Context: an optimization exercise on an open-source flow, tuned for small area. The choices shown serve that exercise and are no tape-out recipe. In this exercise RTL edits were held to simulation tests only and were not proved equivalent to the original. No activity file was given, so power comes from the tool's default toggle rates.

===== flow/design.v =====
module reg_file_mp #(
  parameter int N        = 32,
  parameter int DEPTH    = 32,
  parameter int AW       = 5,
  parameter int NUM_RD   = 2,
  parameter int ZERO_REG = 1,
  parameter int BYPASS   = 1
) (
  input  logic                 clk,
  input  logic                 rst,
  input  logic [NUM_RD*AW-1:0] rs,
  output logic [NUM_RD*N-1:0]  rdata,
  input  logic                 we0,
  input  logic [AW-1:0]        wa0,
  input  logic [N-1:0]         wd0,
  input  logic                 we1,
  input  logic [AW-1:0]        wa1,
  input  logic [N-1:0]         wd1,
  output logic                 init_busy,
  output logic                 wr_collision,
  output logic                 addr_err
);
  typedef enum logic {CLEAR, READY} state_t;
  state_t        r_state, w_state_nxt;
  logic [AW:0]   r_cnt, w_cnt_nxt;
  logic [N-1:0]  r_mem [DEPTH];
  logic          r_init_busy, r_wr_collision, r_addr_err;
  logic          w_ready, w_in0, w_in1, w_ok0, w_ok1, w_coll, w_err;
  assign w_ready = r_state == READY;
  assign w_in0   = {1'b0, wa0} < (AW+1)'(DEPTH);
  assign w_in1   = {1'b0, wa1} < (AW+1)'(DEPTH);
  assign w_ok0   = w_ready && we0 && w_in0 && !(ZERO_REG != 0 && wa0 == '0);
  assign w_ok1   = w_ready && we1 && w_in1 && !(ZERO_REG != 0 && wa1 == '0);
  assign w_coll  = w_ready && we0 && we1 && w_in0 && wa0 == wa1;
  assign w_err   = w_ready && ((we0 && !w_in0) || (we1 && !w_in1));
  always_comb begin
    w_state_nxt = r_state;
    w_cnt_nxt   = r_cnt;
    if (r_state == CLEAR) begin
      w_cnt_nxt   = r_cnt + 1'b1;
      w_state_nxt = (r_cnt == (AW+1)'(DEPTH-1)) ? READY : CLEAR;
    end
  end
  always_ff @(posedge clk) begin
    r_state        <= rst ? CLEAR : w_state_nxt;
    r_cnt          <= rst ? '0 : w_cnt_nxt;
    r_init_busy    <= rst ? 1'b1 : (w_state_nxt == CLEAR);
    r_wr_collision <= rst ? 1'b0 : w_coll;
    r_addr_err     <= rst ? 1'b0 : w_err;
  end
  always_ff @(posedge clk) begin
    if (!rst) begin
      if (r_state == CLEAR) r_mem[r_cnt[AW-1:0]] <= '0;
      if (w_ok0 && !w_coll) r_mem[wa0] <= wd0;
      if (w_ok1) r_mem[wa1] <= wd1;
    end
  end
  for (genvar i = 0; i < NUM_RD; i++) begin : g_rd
    logic [AW-1:0] w_ra;
    logic          w_zero;
    assign w_ra   = rs[i*AW +: AW];
    assign w_zero = !w_ready || {1'b0, w_ra} >= (AW+1)'(DEPTH) || (ZERO_REG != 0 && w_ra == '0);
    assign rdata[i*N +: N] = w_zero ? '0 :
                             (BYPASS != 0 && w_ok1 && wa1 == w_ra) ? wd1 :
                             (BYPASS != 0 && w_ok0 && wa0 == w_ra) ? wd0 :
                             r_mem[w_ra];
  end
  assign init_busy    = r_init_busy;
  assign wr_collision = r_wr_collision;
  assign addr_err     = r_addr_err;
endmodule

===== flow/run.sh =====
#!/bin/bash
# synth_recipe.tcl (not shown) runs the flow's synth.tcl, then flattens the netlist and writes it again
# the make line also repeats each setting of config.mk as NAME=value (left out here)
make -C /OpenROAD-flow-scripts/flow DESIGN_CONFIG=/design/flow/config.mk WORK_HOME=/design/flow/orfs CLKGATE_MAP_FILE= SYNTH_SCRIPT=/design/flow/synth_recipe.tcl finish

===== flow/config.mk =====
export PLATFORM = sky130hd
export DESIGN_NAME = reg_file_mp
export DESIGN_NICKNAME = reg_file_mp
export VERILOG_FILES = /design/flow/design.v
export SDC_FILE = /design/flow/constraint.sdc
export NUM_CORES = 4
export LEC_CHECK = 0
export CAP_MARGIN = 20
export CORE_MARGIN = 2
export CORE_UTILIZATION = 30
export SLEW_MARGIN = 20

===== flow/constraint.sdc =====
create_clock -name core_clock -period 6.0 [get_ports {clk}]
set_input_delay 1.2000 -clock core_clock [delete_from_list [all_inputs] [get_ports {clk}]]
set_output_delay 1.2000 -clock core_clock [all_outputs]
set_load 0.01 [all_outputs]

==> flow_summary.ini <==
[outcome]
status = complete, no violations

[floorplanning]
coreArea_um2 = 200000
start_util_pct = 30.3
fp-row-count = 164
ios = 155
die-area_um2 = 206000
die_h_um = 453
die_w_um = 453

[min_path]
hold_path_depth = 2
hp-class = flop to flop
hold_end = r_cnt[5]$_SDFFE_PP0N_
hold_start = r_cnt[5]$_SDFFE_PP0N_

[timing]
max_freq_mhz = 168
rsz0062_at_grt = false
final.min_clock_period_ps = 5950
hold_slack_ps = 542
fin_tns_setup_ps = 0
hold_viol_final = 0
tightest_slew_ps = 1160
slew_violations = 0
period_share_pct = 99.2
setup_viol = 0
fin_skew_ps = 27.4
slew_headroom_pct = 22.3

[yosys]
synth_nets = 5792
ys_seq_area_share_pct = 51.1
synth-main-ff-cell = edfxtp_1
synth_compound_gate_area_share_pct = 14.9
synthSimpleGateAreaFrac_pct = 10.2
synthMuxAreaShare_pct = 18.4
syn_area_um2 = 60600
ys_ff_latch = 1033
synth.distinct_cells = 63
synth-adder-area-share_pct = 0.0207
synth_top_family_by_area = multiplexers
synth_xor_area_share_pct = 0.419
ys_async_sr_fraction_pct = 0
syn_inst = 5703
synth_edf_count = 1024
avgSynthCellArea_um2 = 10.6
yosysWarnings = 1

[clock_tree]
clkLatencyLatePin_ps = 740
cts_num_sinks = 1033
cts_tree = yes
cts-root-buf = clkbuf_16
post_cts_buffers = 0
cts_hold_buf = 0
cts_made_buffers = 105
htreeDepth = 3
clkTransAtPathRegs_ps = 70
clk_path_buf_depth = 3
postCtsResizedCells = 0

[power_and_ir_drop]
irDropWorstVdd_uv = 237
power_density_nw_per_um2 = 232
power_leakage_uw = 0.0246

[route]
drc = 0
first_pass_iters = 7
totalWireLength_mm = 248
wl_per_cell_um = 29.9
drt-initial-drc-count = 6974
viasPerCell = 5.98
ant_nets = 0
via_count = 49700

[worst_setup_path]
worst-r2r-cell-count = 6
reg2reg_setup_slack_ps = 1970
max_stage_delay_ps = 720
reg2reg_to = r_mem[24][7]$_DFFE_PP_
timing.rr.start = r_state$_SDFF_PP0_
crit_slowest_cell = nor4_1
cp.required_ps = 4800
endpoint_kind = output pin
worstSetupStartpoint = rs[5]
critPathMostFrequentCell = buf_4
critPathMaxFanout = 31
worstPathArrival_ps = 4750
critical_path_class = input pin to output pin
worstPathCellList = clkdlybuf4s50_1 > buf_4 > buf_4 > nand4b_1 > buf_12 > o22ai_1 > nor4_1 > buf_4 > and4_1 > o2bb2ai_1 > clkdlybuf4s50_1
start_kind = input pin

[grt]
antenna_found_initial = 8
grt_first_pass_wirelength_mm = 348
grt-ovfl-total = 0
grt_pass1_vias = 47700
grt_max_degree = 65
grt_usage_pct = 23.4

[cells_and_area]
fill_cells = 19700
drive_gt1_share_pct = 17.7
final_nets = 5645
area_delta_synth_final_pct = 15.4
final_util_pct = 34.9

[placed_design]
globalplace.congestion = 0.927
portBuffers = 153
hpwl_mm = 150

[job]
cap_violations = 0
==> cell usage in the layout (no fill, tap or decap), drive strengths merged, types with 20 or more instances in the layout <==
cell / synthesis / layout
o211ai: 32 / 32
mux4: 170 / 170
xor2: 20 / 20
nand3: 69 / 69
inv: 37 / 44
and4: 31 / 31
nor3: 110 / 110
o21bai: 24 / 24
clkinv: 0 / 44
nand2: 1097 / 1097
clkdlybuf4s50: 0 / 149
nor2: 26 / 26
o2bb2ai: 31 / 31
buf: 164 / 311
o22ai: 257 / 257
a22oi: 125 / 125
o21ai: 1056 / 1056
clkbuf: 550 / 124
edfxtp: 1024 / 1024
a221oi: 31 / 31
nor4: 34 / 34
mux2: 258 / 258
mux2i: 442 / 442
==> flip-flops by register name, summed over array words and instances, names as in the netlist <==
register and count:
r_cnt 6, r_init_busy 1, r_mem 1024, r_state 1
r_wr_collision 1
==> per-layer routing <==
layer / vias to the layer above / wire length (µm) / global-route usage, % / share of wire [%]
met5: - / 27 / 0 / 0.011
met2: 3403 / 114000 / 37.3 / 46
li1: 21000 / - / - / -
met1: 24500 / 87800 / 27.9 / 35
met3: 835 / 25500 / 4.38 / 10
met4: 4 / 21100 / 17.7 / 8.5
==> per-stage QoR <==
| step | std cells | power, µW | worst slack (ps) | instance area (µm²) |
|---|---|---|---|---|
| after floorplan | 5703 | 8800 | 1200 | 60600 |
| after global placement | 8098 | 9440 | 155 | 66300 |
| after detailed placement | 8101 | 9450 | 175 | 66300 |
| after CTS | 8297 | 16200 | 159 | 69800 |
| after global routing | 8306 | 16500 | 70.3 | 69900 |
| final | 8306 | 16200 | 47.9 | 69900 |
==> cells in the mapped netlist, types with 4 or more instances <==
| cell | count | area, µm² |
|---|---|---|
| nand2b_1 | 8 | 50.1 |
| mux2i_1 | 442 | 4420 |
| nor2_1 | 26 | 97.6 |
| dfxtp_1 | 9 | 180 |
| nand2_1 | 1097 | 4120 |
| xor2_1 | 20 | 175 |
| o22ai_1 | 257 | 1610 |
| mux2_2 | 255 | 2870 |
| buf_4 | 18 | 135 |
| and2_1 | 10 | 62.6 |
| edfxtp_1 | 1024 | 30700 |
| nor4_1 | 33 | 206 |
| nor3b_1 | 8 | 60.1 |
| nor2b_1 | 14 | 87.6 |
| and3b_1 | 4 | 35.0 |
| clkbuf_1 | 550 | 2060 |
| buf_2 | 99 | 495 |
| mux4_2 | 170 | 3830 |
| buf_1 | 45 | 169 |
| o21bai_1 | 24 | 180 |
| nand3_1 | 69 | 345 |
| o2bb2ai_1 | 31 | 272 |
| xnor2_1 | 9 | 78.8 |
| o211ai_1 | 32 | 240 |
| a22oi_1 | 125 | 938 |
| nand3b_1 | 4 | 30.0 |
| or2_2 | 4 | 25.0 |
| and4_1 | 31 | 272 |
| nand4b_1 | 5 | 43.8 |
| inv_1 | 37 | 139 |
| a221oi_1 | 31 | 272 |
| nor3_1 | 110 | 551 |
| o21ai_0 | 1056 | 5290 |
==> report_power, final <==
part / internal, µW / switching, µW
clock: 3860 / 3040
sequential: 7860 / 21.3
combinational: 528 / 924
==> cell families (layout without fill, tap and decap cells) <==
logic type,Yosys count,count (layout)
xor gates and xnor gates,29,29
buffers and inverters,751,693
AOI/OAI and AO/OA,1575,1575
other,1,6
muxes,870,870
adders and majority gates,1,1
DFF,1033,1033
and+or+nand+nor,1443,1443
==> layout make-up <==
type / instances / area, µm² / area share, %
well taps: 2656 / 3320 / 4.75
flip-flops and latches: 1033 / 30900 / 44.2
clock inverters: 72 / 776 / 1.11
clock buffers: 124 / 2720 / 3.89
multi-input cells: 3919 / 27300 / 39.1
diodes: 5 / 12.5 / 0.0179
repair buffers: 460 / 4680 / 6.69
inverters: 37 / 139 / 0.199
==> worst max-delay path by stage <==
stage	slack, ps	to	depth (start not counted)
finish	50	rdata[39]	11
global route	70	rdata[20]	10
CTS	160	rdata[39]	11
detailed placement	170	rdata[39]	11
global placement	150	rdata[39]	11
floorplan	1200	r_mem[1][0]$_DFFE_PP_	8
==> worst max-delay path, delay by kind of cell <==
family	cells	cell delay, ps
compound gates	2	290
simple gates	3	1150
buf+inv	6	2070

static timing again, ports no longer ideal:
The results above use ideal ports. As a check the final layout listed here was re-extracted and re-timed, cells and wires unchanged.
Step 1 (the two cells are an assumption about what drives the block):
set clk [get_ports {clk}]
set_driving_cell -lib_cell sky130_fd_sc_hd__clkbuf_16 $clk
set_driving_cell -lib_cell sky130_fd_sc_hd__buf_2 [delete_from_list [all_inputs] $clk]
Step 2 adds t to the input delays and takes it off the output delays; t is the mean of the earliest and latest rising clock arrival at the registers after step 1. Input paths then give back, and output paths get back, about the clock's delay inside the block.
Slacks: ideal / step 1 / step 2; pairs: ideal / step 1.
t, ns: 0.806
setup WS [ns]: 0.048 / 0.025 / 0.025
hold slack, ns: 0.542 / 0.542 / 0.542
After both steps this run still meets setup and hold. For this run, drivers alone change the setup slack by -0.023 ns; drivers and shift together by -0.023 ns.
